This is an optimization exercise on Yosys and OpenROAD, whose aim is small area, a short achievable clock period and few clock cycles per item, not a production implementation. At most, simulation tests tie the RTL to the original design; equivalence was not proved. Only the layout flow was run in run 2; the RTL was not checked for function there. No activity file was given, so power comes from the tool's default toggle rates.

## flow/design.v (module list and top-level ports; edited modules follow where they fit)
// module array_mul_top: 2105 lines
// module mul_fa: 4 lines
// module mul_ha: 4 lines
module array_mul_top (
   input  logic        clk,
   input  logic        arst_n,
   input  logic        in_valid,
   input  logic        para_mode,
   input  logic [15:0] a,
   input  logic [15:0] b,
   output logic        out_valid,
   output logic [31:0] p
);
  // ...
==> flow/flow/run.sh <==
#!/bin/bash
# Own layout flow: the standard flow (standard.sh: the standard synthesis and ORFS steps,
# unchanged) with a few ORFS variables set on the make command line:
#  - port buffers made of sky130_fd_sc_hd__buf_1 (buffer_ports -buffer_cell), instead of the
#    delay cell buffer_ports picks by default; repair upsizes the critical ones;
#  - the delay cells (clkdlybuf4s*, dlygate*, dlymetal*) added to the platform's don't-use
#    list, so that repair buffers with plain buffers;
#  - clock tree of clkbuf_4/clkbuf_8 without dummy loads.
# make's full output goes to orfs_make.log in this folder; each ORFS step also keeps its own
# log under orfs/logs/.
set -euo pipefail
PLATFORM_DONT_USE="sky130_fd_sc_hd__probe_p_8 sky130_fd_sc_hd__probec_p_8 sky130_fd_sc_hd__lpflow_bleeder_1 sky130_fd_sc_hd__lpflow_clkbufkapwr_1 sky130_fd_sc_hd__lpflow_clkbufkapwr_16 sky130_fd_sc_hd__lpflow_clkbufkapwr_2 sky130_fd_sc_hd__lpflow_clkbufkapwr_4 sky130_fd_sc_hd__lpflow_clkbufkapwr_8 sky130_fd_sc_hd__lpflow_clkinvkapwr_1 sky130_fd_sc_hd__lpflow_clkinvkapwr_16 sky130_fd_sc_hd__lpflow_clkinvkapwr_2 sky130_fd_sc_hd__lpflow_clkinvkapwr_4 sky130_fd_sc_hd__lpflow_clkinvkapwr_8 sky130_fd_sc_hd__lpflow_decapkapwr_12 sky130_fd_sc_hd__lpflow_decapkapwr_3 sky130_fd_sc_hd__lpflow_decapkapwr_4 sky130_fd_sc_hd__lpflow_decapkapwr_6 sky130_fd_sc_hd__lpflow_decapkapwr_8 sky130_fd_sc_hd__lpflow_inputiso0n_1 sky130_fd_sc_hd__lpflow_inputiso0p_1 sky130_fd_sc_hd__lpflow_inputiso1n_1 sky130_fd_sc_hd__lpflow_inputiso1p_1 sky130_fd_sc_hd__lpflow_inputisolatch_1 sky130_fd_sc_hd__lpflow_isobufsrc_1 sky130_fd_sc_hd__lpflow_isobufsrc_16 sky130_fd_sc_hd__lpflow_isobufsrc_2 sky130_fd_sc_hd__lpflow_isobufsrc_4 sky130_fd_sc_hd__lpflow_isobufsrc_8 sky130_fd_sc_hd__lpflow_isobufsrckapwr_16 sky130_fd_sc_hd__lpflow_lsbuf_lh_hl_isowell_tap_1 sky130_fd_sc_hd__lpflow_lsbuf_lh_hl_isowell_tap_2 sky130_fd_sc_hd__lpflow_lsbuf_lh_hl_isowell_tap_4 sky130_fd_sc_hd__lpflow_lsbuf_lh_isowell_4 sky130_fd_sc_hd__lpflow_lsbuf_lh_isowell_tap_1 sky130_fd_sc_hd__lpflow_lsbuf_lh_isowell_tap_2 sky130_fd_sc_hd__lpflow_lsbuf_lh_isowell_tap_4"
DELAY_CELLS="sky130_fd_sc_hd__clkdlybuf4s15_1 sky130_fd_sc_hd__clkdlybuf4s15_2 sky130_fd_sc_hd__clkdlybuf4s18_1 sky130_fd_sc_hd__clkdlybuf4s18_2 sky130_fd_sc_hd__clkdlybuf4s25_1 sky130_fd_sc_hd__clkdlybuf4s25_2 sky130_fd_sc_hd__clkdlybuf4s50_1 sky130_fd_sc_hd__clkdlybuf4s50_2 sky130_fd_sc_hd__dlygate4sd1_1 sky130_fd_sc_hd__dlygate4sd2_1 sky130_fd_sc_hd__dlygate4sd3_1 sky130_fd_sc_hd__dlymetal6s2s_1 sky130_fd_sc_hd__dlymetal6s4s_1 sky130_fd_sc_hd__dlymetal6s6s_1"
bash standard.sh "BUFFER_PORTS_ARGS=-buffer_cell sky130_fd_sc_hd__buf_1" \
  "DONT_USE_CELLS=$PLATFORM_DONT_USE $DELAY_CELLS" \
  "CTS_ARGS=-sink_clustering_enable -repair_clock_nets -dont_use_dummy_load -buf_list {sky130_fd_sc_hd__clkbuf_4 sky130_fd_sc_hd__clkbuf_8} -sink_clustering_size 20" \
  finish > orfs_make.log 2>&1
==> flow/standard.sh <==
#!/bin/bash
# synth_recipe.tcl (not shown) runs the flow's synth.tcl, then flattens the netlist and writes it again
# the make line also repeats each setting of config.mk as NAME=value (left out here)
make -C /OpenROAD-flow-scripts/flow DESIGN_CONFIG=/design/flow/config.mk WORK_HOME=/design/flow/orfs CLKGATE_MAP_FILE= SYNTH_SCRIPT=/design/flow/synth_recipe.tcl "${@:-finish}"
==> flow/config.mk <==
export PLATFORM = sky130hd
export DESIGN_NAME = array_mul_top
export DESIGN_NICKNAME = array_mul_top
export VERILOG_FILES = /design/flow/design.v
export SDC_FILE = /design/flow/constraint.sdc
export NUM_CORES = 4
export LEC_CHECK = 0
export CAP_MARGIN = 20
export CORE_MARGIN = 2
export CORE_UTILIZATION = 40
export CTS_BUF_LIST = sky130_fd_sc_hd__clkbuf_4 sky130_fd_sc_hd__clkbuf_8
export CTS_CLUSTER_SIZE = 20
export SETUP_SLACK_MARGIN = 3.6
export SLEW_MARGIN = 20
export SYNTH_HIERARCHICAL = 1
export SYNTH_MINIMUM_KEEP_SIZE = 0
==> flow/constraint.sdc <==
create_clock -name core_clock -period 6.0 [get_ports {clk}]
set_input_delay 1.2000 -clock core_clock [delete_from_list [all_inputs] [get_ports {clk}]]
set_output_delay 1.2000 -clock core_clock [all_outputs]
set_load 0.01 [all_outputs]
==> flow_metrics.py, run 1 <==
metrics = {
    "layout": {
        "fin_area_um2": 13500,
        "largest_class": "multi-input gates",
        "final_cell_mix": "dfxtp_1 (229), nand2_1 (201), fa_1 (144)",
        "syn_to_final_growth_pct": 15.4,
        "drive_above_1_share_pct": 26.6,
        "buf_share_pct": 4.80,
        "nFillCells": 2614,
        "final_nets": 1295,
        "buffers": 103,
    },
    "run_status": {
        "status": "complete, no violations",
    },
    "yosys": {
        "synth_compound_area_share_pct": 3.34,
        "yosysMostFrequentCell": "nand2_1",
        "syn-cell-area_um2": 11700,
    },
    "timing": {
        "hold_viol": 0,
        "tns_ns": 0,
    },
    "power_and_ir_drop": {
        "p_leak_nw": 4.93,
        "ir_worst_vdd_uv": 239,
        "p_total_mw": 5.75,
    },
    "placement": {
        "hpwlAfterDp_um": 17800,
        "placed_cells": 1328,
        "routabilityCongestion": 0.832,
    },
    "floorplanning": {
        "die_y_um": 175,
    },
    "cts": {
        "ctsHoldBuffers": 0,
        "path_clk_slew_ns": 0.06,
        "cts_tree": "done",
        "htreeDepth": 2,
        "clock_latency_ns": 0.53,
        "clockBufferDepth": 3,
    },
    "route": {
        "ant_nets": 0,
        "met2_length_um": 11200,
        "wl_met1_um": 10700,
    },
    "worst_setup_path": {
        "r2r_start": "fc67_q1",
    },
}
Testbench counts, summed over its fixed seeds: cycles 4,016, items 4,000.
==> inputs of run 2 (changes only) <==
--- a/flow/design.v
+++ b/flow/design.v
@@ -798,105 +798,59 @@
    logic cg12;
    logic cp12;
    logic cg13;
    logic cp13;
    logic cg14;
    logic cp14;
    logic cg16;
    logic cg17;
+   logic cp17;
    logic cg18;
    logic cp18;
    logic cg19;
    logic cp19;
    logic cg20;
    logic cp20;
    logic cg21;
    logic cp21;
    logic cg22;
    logic cp22;
-   logic cg23;
-   logic cp23;
    logic cg24;
-   logic cp24;
    logic cg25;
    logic cp25;
    logic cg26;
    logic cp26;
-   logic cg27;
-   logic cp27;
    logic cg28;
-   logic cp28;
-   logic cg29;
-   logic cp29;
-   logic cg30;
-   logic cp30;
+   logic cg31;
    logic cg32;
    logic cg33;
    logic cg34;
    logic cg35;
    logic cg36;
-   logic cp36;
    logic cg37;
-   logic cp37;
    logic cg38;
-   logic cp38;
    logic cg39;
-   logic cp39;
    logic cg40;
-   logic cp40;
    logic cg41;
-   logic cp41;
    logic cg42;
-   logic cp42;
    logic cg43;
-   logic cp43;
    logic cg44;
-   logic cp44;
    logic cg45;
-   logic cp45;
    logic cg46;
-   logic cp46;
+   logic cg47;
    logic cg48;
    logic cg49;
    logic cg50;
    logic cg51;
    logic cg52;
    logic cg53;
    logic cg54;
    logic cg55;
    logic cg56;
-   logic cp56;
-   logic cg57;
-   logic cp57;
-   logic cg58;
-   logic cp58;
-   logic cg59;
-   logic cp59;
-   logic cg60;
-   logic cp60;
-   logic cg61;
-   logic cp61;
-   logic cg62;
-   logic cp62;
-   logic cg64;
-   logic cg65;
-   logic cg66;
-   logic cg67;
-   logic cg68;
-   logic cg69;
-   logic cg70;
-   logic cg71;
-   logic cg72;
-   logic cg73;
-   logic cg74;
-   logic cg75;
-   logic cg76;
-   logic cg77;
-   logic cg78;
    logic sm2;
    logic sm3;
    logic sm4;
    logic sm5;
    logic sm6;
    logic sm7;
    logic sm8;
    logic sm9;
@@ -1088,48 +1042,42 @@
    logic g10_q2;
    logic p10_q2;
    logic p11_q2;
    logic g23_q2;
    logic p23_q2;
    logic g24_q2;
    logic p24_q2;
    logic p25_q2;
-   logic p25_q3;
    logic g26_q2;
    logic p26_q2;
-   logic p26_q3;
    logic p27_q2;
    logic p27_q3;
    logic g28_q2;
    logic p28_q2;
-   logic p28_q3;
    logic p29_q2;
    logic p29_q3;
+   logic g30_q2;
+   logic g30_q3;
    logic p30_q2;
    logic p30_q3;
    logic cg0_q1;
    logic cg4_q2;
    logic cp4_q2;
    logic cg12_q2;
    logic cp12_q2;
    logic cg13_q2;
    logic cp13_q2;
    logic cg14_q2;
    logic cp14_q2;
-   logic cg16_q1;
-   logic cg30_q2;
-   logic cp30_q2;
-   logic cg35_q2;
-   logic cg72_q3;
-   logic cg73_q3;
-   logic cg74_q3;
-   logic cg75_q3;
-   logic cg76_q3;
-   logic cg77_q3;
+   logic cg24_q2;
+   logic cg41_q3;
+   logic cg42_q1;
+   logic cg54_q3;
+   logic cg55_q3;
    logic sm2_q1;
    logic sm2_q2;
    logic sm2_q3;
    logic sm3_q2;
    logic sm3_q3;
    logic sm4_q2;
    logic sm4_q3;
    logic sm5_q2;
@@ -1150,17 +1098,19 @@
    logic sm17_q3;
    logic sm18_q3;
    logic sm19_q3;
    logic sm20_q3;
    logic sm21_q3;
    logic sm22_q3;
    logic sm23_q3;
    logic sm24_q3;
-   logic sm31_q3;
+   logic sm25_q3;
+   logic sm26_q3;
+   logic sm28_q3;
    assign pp_0_0 = ~(a0 & b0);
    assign pp_0_1 = ~(a1 & b0);
    assign pp_0_2 = ~(a2 & b0);
    assign pp_0_3 = ~(a3 & b0);
    assign pp_0_4 = ~(a4 & b0);
    assign pp_0_5 = ~(a5 & b0);
    assign pp_0_6 = ~(a6 & b0);
    assign pp_0_7 = ~(a7 & b0);
@@ -1700,137 +1650,91 @@
    assign cg11 = g23_q2 | (p23_q2 & g22);
    assign cp11 = p23_q2 & p22;
    assign cg12 = g25 | (p25 & g24);
    assign cp12 = p25 & p24;
    assign cg13 = g27 | (p27 & g26);
    assign cp13 = p27 & p26;
    assign cg14 = g29 | (p29 & g28);
    assign cp14 = p29 & p28;
-   assign cg16 = fs0 | (p2 & cg0);
-   assign cg17 = cg1 | (cp1 & cg0_q1);
-   assign cg18 = fs13 | (p6 & cg2);
-   assign cp18 = p6 & cp2;
-   assign cg19 = cg3 | (cp3 & cg2);
-   assign cp19 = cp3 & cp2;
-   assign cg20 = g10_q2 | (p10_q2 & cg4_q2);
-   assign cp20 = p10_q2 & cp4_q2;
-   assign cg21 = cg5 | (cp5 & cg4_q2);
-   assign cp21 = cp5 & cp4_q2;
-   assign cg22 = g14 | (p14 & cg6);
-   assign cp22 = p14 & cp6;
-   assign cg23 = cg7 | (cp7 & cg6);
-   assign cp23 = cp7 & cp6;
-   assign cg24 = g18 | (p18 & cg8);
-   assign cp24 = p18 & cp8;
-   assign cg25 = cg9 | (cp9 & cg8);
-   assign cp25 = cp9 & cp8;
-   assign cg26 = g22 | (p22 & cg10);
-   assign cp26 = p22 & cp10;
-   assign cg27 = cg11 | (cp11 & cg10);
-   assign cp27 = cp11 & cp10;
-   assign cg28 = g26_q2 | (p26_q2 & cg12_q2);
-   assign cp28 = p26_q2 & cp12_q2;
-   assign cg29 = cg13_q2 | (cp13_q2 & cg12_q2);
-   assign cp29 = cp13_q2 & cp12_q2;
-   assign cg30 = g30 | (p30 & cg14);
-   assign cp30 = p30 & cp14;
-   assign cg32 = fs5 | (p4 & cg17);
-   assign cg33 = cg2 | (cp2 & cg17);
-   assign cg34 = cg18 | (cp18 & cg17);
-   assign cg35 = cg19 | (cp19 & cg17);
-   assign cg36 = g12 | (p12 & cg21);
-   assign cp36 = p12 & cp21;
-   assign cg37 = cg6 | (cp6 & cg21);
-   assign cp37 = cp6 & cp21;
-   assign cg38 = cg22 | (cp22 & cg21);
-   assign cp38 = cp22 & cp21;
-   assign cg39 = cg23 | (cp23 & cg21);
-   assign cp39 = cp23 & cp21;
-   assign cg40 = g20 | (p20 & cg25);
-   assign cp40 = p20 & cp25;
-   assign cg41 = cg10 | (cp10 & cg25);
-   assign cp41 = cp10 & cp25;
-   assign cg42 = cg26 | (cp26 & cg25);
-   assign cp42 = cp26 & cp25;
-   assign cg43 = cg27 | (cp27 & cg25);
-   assign cp43 = cp27 & cp25;
-   assign cg44 = g28_q2 | (p28_q2 & cg29);
-   assign cp44 = p28_q2 & cp29;
-   assign cg45 = cg14_q2 | (cp14_q2 & cg29);
-   assign cp45 = cp14_q2 & cp29;
-   assign cg46 = cg30_q2 | (cp30_q2 & cg29);
-   assign cp46 = cp30_q2 & cp29;
-   assign cg48 = fs25_q2 | (p8_q2 & cg35_q2);
-   assign cg49 = cg4_q2 | (cp4_q2 & cg35_q2);
-   assign cg50 = cg20 | (cp20 & cg35_q2);
-   assign cg51 = cg21 | (cp21 & cg35_q2);
-   assign cg52 = cg36 | (cp36 & cg35_q2);
-   assign cg53 = cg37 | (cp37 & cg35_q2);
-   assign cg54 = cg38 | (cp38 & cg35_q2);
-   assign cg55 = cg39 | (cp39 & cg35_q2);
-   assign cg56 = g24_q2 | (p24_q2 & cg43);
-   assign cp56 = p24_q2 & cp43;
-   assign cg57 = cg12_q2 | (cp12_q2 & cg43);
-   assign cp57 = cp12_q2 & cp43;
-   assign cg58 = cg28 | (cp28 & cg43);
-   assign cp58 = cp28 & cp43;
-   assign cg59 = cg29 | (cp29 & cg43);
-   assign cp59 = cp29 & cp43;
-   assign cg60 = cg44 | (cp44 & cg43);
-   assign cp60 = cp44 & cp43;
-   assign cg61 = cg45 | (cp45 & cg43);
-   assign cp61 = cp45 & cp43;
-   assign cg62 = cg46 | (cp46 & cg43);
-   assign cp62 = cp46 & cp43;
-   assign cg64 = fs110 | (p16 & cg55);
-   assign cg65 = cg8 | (cp8 & cg55);
-   assign cg66 = cg24 | (cp24 & cg55);
-   assign cg67 = cg25 | (cp25 & cg55);
-   assign cg68 = cg40 | (cp40 & cg55);
-   assign cg69 = cg41 | (cp41 & cg55);
-   assign cg70 = cg42 | (cp42 & cg55);
-   assign cg71 = cg43 | (cp43 & cg55);
-   assign cg72 = cg56 | (cp56 & cg55);
-   assign cg73 = cg57 | (cp57 & cg55);
-   assign cg74 = cg58 | (cp58 & cg55);
-   assign cg75 = cg59 | (cp59 & cg55);
-   assign cg76 = cg60 | (cp60 & cg55);
-   assign cg77 = cg61 | (cp61 & cg55);
-   assign cg78 = cg62 | (cp62 & cg55);
+   assign cg16 = cg1 | (cp1 & cg0_q1);
+   assign cg17 = cg3 | (cp3 & cg2);
+   assign cp17 = cp3 & cp2;
+   assign cg18 = cg5 | (cp5 & cg4_q2);
+   assign cp18 = cp5 & cp4_q2;
+   assign cg19 = cg7 | (cp7 & cg6);
+   assign cp19 = cp7 & cp6;
+   assign cg20 = cg9 | (cp9 & cg8);
+   assign cp20 = cp9 & cp8;
+   assign cg21 = cg11 | (cp11 & cg10);
+   assign cp21 = cp11 & cp10;
+   assign cg22 = cg13_q2 | (cp13_q2 & cg12_q2);
+   assign cp22 = cp13_q2 & cp12_q2;
+   assign cg24 = cg17 | (cp17 & cg16);
+   assign cg25 = cg19 | (cp19 & cg18);
+   assign cp25 = cp19 & cp18;
+   assign cg26 = cg21 | (cp21 & cg20);
+   assign cp26 = cp21 & cp20;
+   assign cg28 = cg25 | (cp25 & cg24_q2);
+   assign cg31 = cg26 | (cp26 & cg28);
+   assign cg32 = cg18 | (cp18 & cg24_q2);
+   assign cg33 = cg20 | (cp20 & cg28);
+   assign cg34 = cg22 | (cp22 & cg31);
+   assign cg35 = cg2 | (cp2 & cg16);
+   assign cg36 = cg4_q2 | (cp4_q2 & cg24_q2);
+   assign cg37 = cg6 | (cp6 & cg32);
+   assign cg38 = cg8 | (cp8 & cg28);
+   assign cg39 = cg10 | (cp10 & cg33);
+   assign cg40 = cg12_q2 | (cp12_q2 & cg31);
+   assign cg41 = cg14_q2 | (cp14_q2 & cg34);
+   assign cg42 = fs0 | (p2 & cg0);
+   assign cg43 = fs5 | (p4 & cg16);
+   assign cg44 = fs13 | (p6 & cg35);
+   assign cg45 = fs25_q2 | (p8_q2 & cg24_q2);
+   assign cg46 = g10_q2 | (p10_q2 & cg36);
+   assign cg47 = g12 | (p12 & cg32);
+   assign cg48 = g14 | (p14 & cg37);
+   assign cg49 = fs110 | (p16 & cg28);
+   assign cg50 = g18 | (p18 & cg38);
+   assign cg51 = g20 | (p20 & cg33);
+   assign cg52 = g22 | (p22 & cg39);
+   assign cg53 = g24_q2 | (p24_q2 & cg31);
+   assign cg54 = g26_q2 | (p26_q2 & cg40);
+   assign cg55 = g28_q2 | (p28_q2 & cg34);
+   assign cg56 = g30_q3 | (p30_q3 & cg41_q3);
    assign sm2 = ~(p2 ^ cg0);
-   assign sm3 = ~(p3_q1 ^ cg16_q1);
-   assign sm4 = ~(p4 ^ cg17);
-   assign sm5 = ~(p5 ^ cg32);
-   assign sm6 = ~(p6 ^ cg33);
-   assign sm7 = ~(p7 ^ cg34);
-   assign sm8 = ~(p8_q2 ^ cg35_q2);
-   assign sm9 = ~(p9_q2 ^ cg48);
-   assign sm10 = ~(p10_q2 ^ cg49);
-   assign sm11 = ~(p11_q2 ^ cg50);
-   assign sm12 = ~(p12 ^ cg51);
-   assign sm13 = ~(p13 ^ cg52);
-   assign sm14 = ~(p14 ^ cg53);
-   assign sm15 = ~(p15 ^ cg54);
-   assign sm16 = ~(p16 ^ cg55);
-   assign sm17 = ~(p17 ^ cg64);
-   assign sm18 = ~(p18 ^ cg65);
-   assign sm19 = ~(p19 ^ cg66);
-   assign sm20 = ~(p20 ^ cg67);
-   assign sm21 = ~(p21 ^ cg68);
-   assign sm22 = ~(p22 ^ cg69);
-   assign sm23 = ~(p23_q2 ^ cg70);
-   assign sm24 = ~(p24_q2 ^ cg71);
-   assign sm25 = ~(p25_q3 ^ cg72_q3);
-   assign sm26 = ~(p26_q3 ^ cg73_q3);
-   assign sm27 = ~(p27_q3 ^ cg74_q3);
-   assign sm28 = ~(p28_q3 ^ cg75_q3);
-   assign sm29 = ~(p29_q3 ^ cg76_q3);
-   assign sm30 = ~(p30_q3 ^ cg77_q3);
-   assign sm31 = ~cg78;
+   assign sm3 = ~(p3_q1 ^ cg42_q1);
+   assign sm4 = ~(p4 ^ cg16);
+   assign sm5 = ~(p5 ^ cg43);
+   assign sm6 = ~(p6 ^ cg35);
+   assign sm7 = ~(p7 ^ cg44);
+   assign sm8 = ~(p8_q2 ^ cg24_q2);
+   assign sm9 = ~(p9_q2 ^ cg45);
+   assign sm10 = ~(p10_q2 ^ cg36);
+   assign sm11 = ~(p11_q2 ^ cg46);
+   assign sm12 = ~(p12 ^ cg32);
+   assign sm13 = ~(p13 ^ cg47);
+   assign sm14 = ~(p14 ^ cg37);
+   assign sm15 = ~(p15 ^ cg48);
+   assign sm16 = ~(p16 ^ cg28);
+   assign sm17 = ~(p17 ^ cg49);
+   assign sm18 = ~(p18 ^ cg38);
+   assign sm19 = ~(p19 ^ cg50);
+   assign sm20 = ~(p20 ^ cg33);
+   assign sm21 = ~(p21 ^ cg51);
+   assign sm22 = ~(p22 ^ cg39);
+   assign sm23 = ~(p23_q2 ^ cg52);
+   assign sm24 = ~(p24_q2 ^ cg31);
+   assign sm25 = ~(p25_q2 ^ cg53);
+   assign sm26 = ~(p26_q2 ^ cg40);
+   assign sm27 = ~(p27_q3 ^ cg54_q3);
+   assign sm28 = ~(p28_q2 ^ cg34);
+   assign sm29 = ~(p29_q3 ^ cg55_q3);
+   assign sm30 = ~(p30_q3 ^ cg41_q3);
+   assign sm31 = ~cg56;
    always_ff @(posedge clk) begin
       pp_15_15_q1 <= pp_15_15;
       fs0_q1 <= fs0;
       fs2_q1 <= fs2;
       fc2_q1 <= fc2;
       fs3_q1 <= fs3;
       fs4_q1 <= fs4;
       fc4_q1 <= fc4;
@@ -1993,48 +1897,42 @@
       g10_q2 <= g10;
       p10_q2 <= p10;
       p11_q2 <= p11;
       g23_q2 <= g23;
       p23_q2 <= p23;
       g24_q2 <= g24;
       p24_q2 <= p24;
       p25_q2 <= p25;
-      p25_q3 <= p25_q2;
       g26_q2 <= g26;
       p26_q2 <= p26;
-      p26_q3 <= p26_q2;
       p27_q2 <= p27;
       p27_q3 <= p27_q2;
       g28_q2 <= g28;
       p28_q2 <= p28;
-      p28_q3 <= p28_q2;
       p29_q2 <= p29;
       p29_q3 <= p29_q2;
+      g30_q2 <= g30;
+      g30_q3 <= g30_q2;
       p30_q2 <= p30;
       p30_q3 <= p30_q2;
       cg0_q1 <= cg0;
       cg4_q2 <= cg4;
       cp4_q2 <= cp4;
       cg12_q2 <= cg12;
       cp12_q2 <= cp12;
       cg13_q2 <= cg13;
       cp13_q2 <= cp13;
       cg14_q2 <= cg14;
       cp14_q2 <= cp14;
-      cg16_q1 <= cg16;
-      cg30_q2 <= cg30;
-      cp30_q2 <= cp30;
-      cg35_q2 <= cg35;
-      cg72_q3 <= cg72;
-      cg73_q3 <= cg73;
-      cg74_q3 <= cg74;
-      cg75_q3 <= cg75;
-      cg76_q3 <= cg76;
-      cg77_q3 <= cg77;
+      cg24_q2 <= cg24;
+      cg41_q3 <= cg41;
+      cg42_q1 <= cg42;
+      cg54_q3 <= cg54;
+      cg55_q3 <= cg55;
       sm2_q1 <= sm2;
       sm2_q2 <= sm2_q1;
       sm2_q3 <= sm2_q2;
       sm3_q2 <= sm3;
       sm3_q3 <= sm3_q2;
       sm4_q2 <= sm4;
       sm4_q3 <= sm4_q2;
       sm5_q2 <= sm5;
@@ -2055,17 +1953,19 @@
       sm17_q3 <= sm17;
       sm18_q3 <= sm18;
       sm19_q3 <= sm19;
       sm20_q3 <= sm20;
       sm21_q3 <= sm21;
       sm22_q3 <= sm22;
       sm23_q3 <= sm23;
       sm24_q3 <= sm24;
-      sm31_q3 <= sm31;
+      sm25_q3 <= sm25;
+      sm26_q3 <= sm26;
+      sm28_q3 <= sm28;
    end
    logic [2:0] vld;
    always_ff @(posedge clk or negedge arst_n) begin
       if (!arst_n) begin
          vld <= '0;
       end else begin
          vld <= {vld[1:0], in_valid};
       end
@@ -2091,23 +1991,23 @@
    assign p[17] = sm17_q3;
    assign p[18] = sm18_q3;
    assign p[19] = sm19_q3;
    assign p[20] = sm20_q3;
    assign p[21] = sm21_q3;
    assign p[22] = sm22_q3;
    assign p[23] = sm23_q3;
    assign p[24] = sm24_q3;
-   assign p[25] = sm25;
-   assign p[26] = sm26;
+   assign p[25] = sm25_q3;
+   assign p[26] = sm26_q3;
    assign p[27] = sm27;
-   assign p[28] = sm28;
+   assign p[28] = sm28_q3;
    assign p[29] = sm29;
    assign p[30] = sm30;
-   assign p[31] = sm31_q3;
+   assign p[31] = sm31;
 endmodule
 module mul_fa (input logic x, y, z, output logic s, c);
    assign s = x ^ y ^ z;
    assign c = (x & y) | (x & z) | (y & z);
 endmodule
 module mul_ha (input logic x, y, output logic s, c);
    assign s = x ^ y;
    assign c = x & y;
==> flow/flow/run.sh (replaced) <==
#!/bin/bash
# Own layout flow: the standard flow (standard.sh, unchanged steps) with three changes:
# port buffers of sky130_fd_sc_hd__buf_2, the delay cells (clkdlybuf4s*, dlygate*, dlymetal*)
# added to the platform's don't-use list so that repair uses plain buffers, and CTS without
# dummy loads. make's full output goes to orfs_make.log here; each ORFS step also keeps its
# own log under orfs/logs/.
set -euo pipefail
bash standard.sh "BUFFER_PORTS_ARGS=-buffer_cell sky130_fd_sc_hd__buf_1" \
  "DONT_USE_CELLS=sky130_fd_sc_hd__probe_p_8 sky130_fd_sc_hd__probec_p_8 sky130_fd_sc_hd__lpflow_bleeder_1 sky130_fd_sc_hd__lpflow_clkbufkapwr_1 sky130_fd_sc_hd__lpflow_clkbufkapwr_16 sky130_fd_sc_hd__lpflow_clkbufkapwr_2 sky130_fd_sc_hd__lpflow_clkbufkapwr_4 sky130_fd_sc_hd__lpflow_clkbufkapwr_8 sky130_fd_sc_hd__lpflow_clkinvkapwr_1 sky130_fd_sc_hd__lpflow_clkinvkapwr_16 sky130_fd_sc_hd__lpflow_clkinvkapwr_2 sky130_fd_sc_hd__lpflow_clkinvkapwr_4 sky130_fd_sc_hd__lpflow_clkinvkapwr_8 sky130_fd_sc_hd__lpflow_decapkapwr_12 sky130_fd_sc_hd__lpflow_decapkapwr_3 sky130_fd_sc_hd__lpflow_decapkapwr_4 sky130_fd_sc_hd__lpflow_decapkapwr_6 sky130_fd_sc_hd__lpflow_decapkapwr_8 sky130_fd_sc_hd__lpflow_inputiso0n_1 sky130_fd_sc_hd__lpflow_inputiso0p_1 sky130_fd_sc_hd__lpflow_inputiso1n_1 sky130_fd_sc_hd__lpflow_inputiso1p_1 sky130_fd_sc_hd__lpflow_inputisolatch_1 sky130_fd_sc_hd__lpflow_isobufsrc_1 sky130_fd_sc_hd__lpflow_isobufsrc_16 sky130_fd_sc_hd__lpflow_isobufsrc_2 sky130_fd_sc_hd__lpflow_isobufsrc_4 sky130_fd_sc_hd__lpflow_isobufsrc_8 sky130_fd_sc_hd__lpflow_isobufsrckapwr_16 sky130_fd_sc_hd__lpflow_lsbuf_lh_hl_isowell_tap_1 sky130_fd_sc_hd__lpflow_lsbuf_lh_hl_isowell_tap_2 sky130_fd_sc_hd__lpflow_lsbuf_lh_hl_isowell_tap_4 sky130_fd_sc_hd__lpflow_lsbuf_lh_isowell_4 sky130_fd_sc_hd__lpflow_lsbuf_lh_isowell_tap_1 sky130_fd_sc_hd__lpflow_lsbuf_lh_isowell_tap_2 sky130_fd_sc_hd__lpflow_lsbuf_lh_isowell_tap_4  sky130_fd_sc_hd__clkdlybuf4s15_1 sky130_fd_sc_hd__clkdlybuf4s15_2 sky130_fd_sc_hd__clkdlybuf4s18_1 sky130_fd_sc_hd__clkdlybuf4s18_2 sky130_fd_sc_hd__clkdlybuf4s25_1 sky130_fd_sc_hd__clkdlybuf4s25_2 sky130_fd_sc_hd__clkdlybuf4s50_1 sky130_fd_sc_hd__clkdlybuf4s50_2 sky130_fd_sc_hd__dlygate4sd1_1 sky130_fd_sc_hd__dlygate4sd2_1 sky130_fd_sc_hd__dlygate4sd3_1 sky130_fd_sc_hd__dlymetal6s2s_1 sky130_fd_sc_hd__dlymetal6s4s_1 sky130_fd_sc_hd__dlymetal6s6s_1" \
  "CTS_ARGS=-sink_clustering_enable -repair_clock_nets -dont_use_dummy_load -buf_list {sky130_fd_sc_hd__clkbuf_4 sky130_fd_sc_hd__clkbuf_8} -sink_clustering_size 20" \
  finish > orfs_make.log 2>&1
==> flow_metrics.py, run 2 <==
metrics = {
    "yosys": {
        "synth_seq_area_share_pct": 40.6,
        "yosys.area_share.adder_pct": 40.9,
        "synth-simple-area-share_pct": 10.4,
        "avgSynthCellArea_um2": 12.1,
        "synth_xor_area_share_pct": 1.06,
        "ys_warn_count": 7,
        "synth.top_cell.area_share_pct": 40.0,
        "syn-cell-area_um2": 11500,
        "muxShareOfSynthArea_pct": 0,
        "synth_top_area_cell": "dfxtp_1",
        "synth.distinct_cells": 29,
        "synth_top_family_by_area": "adder cells",
        "synth_top_flop_cell": "dfxtp_1",
        "synthCells": 950,
        "ys_seq_elements": 233,
        "yosysMostFrequentCell": "nand2_1",
        "synth_compound_area_share_pct": 1.94,
        "synthTopCellsByArea": "dfxtp_1 (40%), fa_1 (37%), nand2_1 (8.4%), ha_1 (3.6%), buf_4 (2.1%)",
        "synth_edf_count": 0,
        "synthArstFlopShare_pct": 1.29,
        "synthTopCellsByCount": "nand2_1 (258), dfxtp_1 (230), fa_1 (215)",
    },
    "route": {
        "vias_per_cell": 4.67,
        "wl_um": 24000,
        "drtPass1Iterations": 5,
        "drt_iter0_drc": 335,
        "wl_per_cell_um": 17.2,
        "remaining_drc_errors": 0,
        "ant_nets": 0,
        "vias": 6519,
    },
    "timing": {
        "setup_viol": 0,
        "finalCritPeriodShare_pct": 42.4,
        "fin_crit_ns": 2.54,
        "rsz0062_at_grt": "true",
        "clock.fmax_mhz": 393,
        "tns_ns": 0,
        "finalWorstSetupSlack_ns": 3.46,
        "hold_viol": 0,
        "slew_viol_final": 0,
        "final.setup_skew_ns": 0.0387,
    },
    "floorplanning": {
        "ios": 69,
        "die_w_um": 174,
        "rows": 62,
        "start_util_pct": 40.4,
        "die_y_um": 174,
        "die_area_um2": 30200,
        "coreArea_um2": 28500,
    },
    "worst_setup_path": {
        "critPathKind": "reg2reg",
        "path_cells": "fa_2 > ha_4 > nand4b_1 > buf_2 > o211ai_1 > o21ai_4 > inv_2 > a21o_1 > ha_4 > or2_4",
        "cpPeakStageDelay_ns": 0.58,
        "critPathLaunchType": "register",
        "endpoint_kind": "register",
        "path_common_cell": "ha_4",
        "critPathTopFamily": "adder cells",
        "critPathRequiredTime_ns": 6.43,
        "cp_slowest_cell": "fa_2",
        "crit_path_max_fanout": 4,
        "cp.buffers_inverters": 2,
        "worstPathArrival_ns": 2.98,
    },
    "layout": {
        "top_register": "vld",
        "largest_reg_flops": 3,
        "antennaDiodeCount": 0,
        "drive_above_1_share_pct": 27.0,
        "nFillCells": 2660,
        "final_nets": 1298,
        "syn_to_final_growth_pct": 16.4,
        "final_cell_mix": "dfxtp_1 (223), nand2_1 (204), fa_1 (145)",
        "mostFrequentLayoutCell": "dfxtp_1",
        "fin_util_pct": 47.0,
        "final_cell_count_no_fill": 1396,
        "fin_area_um2": 13400,
    },
    "cts": {
        "cts_buffers": 42,
        "htreeDepth": 2,
        "path_clk_slew_ns": 0.06,
        "cts_sinks": 233,
        "clockBufferDepth": 3,
        "cts_tree": "done",
        "cts_root_buf": "clkbuf_8",
        "clock_latency_ns": 0.54,
    },
    "power_and_ir_drop": {
        "p_leak_nw": 4.92,
        "power.density_nw_per_um2": 419,
        "ir_worst_vdd_uv": 264,
    },
    "placement": {
        "hpwlAfterDp_um": 17600,
        "placed_cells": 1315,
        "pre_cts_ws_ns": 2.31,
        "routabilityCongestion": 0.815,
        "numPortBuffers": 68,
        "placed_area_um2": 12100,
    },
    "global_routing": {
        "grt_max_degree": 17,
        "grt_usage_pct": 16.7,
        "grt_pass1_vias": 7363,
        "overflow": 0,
        "antenna_found_initial": 0,
        "grt_first_pass_wirelength_um": 39100,
    },
    "worst_hold_path": {
        "hold_class": "reg2reg",
    },
    "run_status": {
        "status": "complete, no violations",
    },
    "flow_run": {
        "maxCapViolCount": 0,
    },
}
run 2: cell types whose count changed in the layout (fill, tap and decap cells not counted), moves of 4 or more:
| cell | before | now |
|---|---|---|
| buf_2 | 28 | 23 |
| inv_1 | 13 | 24 |
| o21ai_0 | 7 | 1 |
| dfxtp_1 | 229 | 223 |
| clkbuf_4 | 12 | 7 |
| and3_1 | 5 | 0 |
| fa_2 | 66 | 70 |
| buf_1 | 37 | 45 |
| buf_4 | 7 | 11 |
| xnor2_1 | 12 | 3 |
run 2: per-stage QoR:
stage / total power [mW] / hold slack [ns]
2_1_floorplan: 3.80 / 0.310
4_1_cts: 5.61 / 0.320
3_5_place_dp: 4.22 / 0.312
3_3_place_gp: 4.18 / 0.311
5_1_grt: 6.15 / 0.330
6_report: 5.62 / 0.318
run 2: per-module statistics from Yosys (local to each module, per instance):
| module | flip-flops and latches | cell area [um^2] | copies in the design |
|---|---|---|---|
| mul_fa | 0 | 20.0 | 210 |
| array_mul_top | 233 | 7320 | 1 |
run 2: worst paths after layout:
check | startpoint | endpoint | slack (ns) | cells after the start
max in group asynchronous | arst_n | vld[2] | 5.36 | 1
setup reg to reg | fc108_q2 | cg55_q3 | 3.46 | 10
hold reg to reg | g30_q2 | g30_q3 | 0.32 | 0
setup / recovery | fc108_q2 | cg55_q3 | 3.46 | 10
hold / removal | g30_q2 | g30_q3 | 0.32 | 0
min in group asynchronous | arst_n | vld[0] | 0.50 | 1
run 2: logic make-up after synthesis:
kind of cell / Yosys count
DFF: 233
other: 1
buffers and inverters: 122
adders and majority gates: 248
and+or+nand+nor: 299
xor gates and xnor gates: 14
AOI/OAI and AO/OA: 33
run 2: what timing repair did:
item / CTS / global route
setup buffers: 31 / 8
cloned: 0 / 0
hold buffers: 0 / 0
endpoints found under the setup margin: 140 / 56
resized for setup: 101 / 46
pin swaps: 28 / 23
run 2: cell type report:
type	count	area, um^2	share of cell area (%)
clock buffer	42	578	4.31
multi-input combinational	602	6880	51.3
tap	384	480	3.58
sequential	233	4690	35.0
inverter	27	101	0.756
timing repair buffer	108	683	5.09
run 2: routing by layer:
layer  up-vias  GRT usage (%)  share of wire [%]  wire length, um
met4         0           4.87                2.0              475
met2       224           25.9                 46            11100
met5         -              0                  0                0
li1       2929              -                  -                -
met1      3329           23.2                 45            10800
met3        37           4.19                7.0             1670
run 2: power breakdown:
part / internal [mW] / leakage, nW / switching (mW)
registers: 2.03 / 1.96 / 0.189
logic: 1.05 / 2.66 / 1.18
clock network: 0.614 / 0.302 / 0.560
total: 3.69 / 4.92 / 1.93

afterwards: timing with drivers on the ports:
In the flow no input, the clock included, has a driving cell. The finished layouts below were timed again as built, in two steps. Step 1, drivers: a clkbuf_16 drives clk and a buf_2 each remaining input, both assumed. Step 2 also shifts input and output timing later by t, the mid clock arrival at the registers, as if the neighbouring blocks saw the same clock. a / b / c = ideal / step 1 / step 2; a / b = the first two.
run | shift t [ns] | setup WS [ns] | worst data-port slew with drivers (ns)
run 1 | 0.561 | 3.559 / 3.559 / 3.024 | 0.07
run 2 | 0.570 | 3.459 / 3.459 / 3.053 | 0.07
After both steps setup and hold are still met in every run listed. For run 1, which loses most, drivers alone change the setup slack by 0.000 ns; drivers and shift together by -0.535 ns.
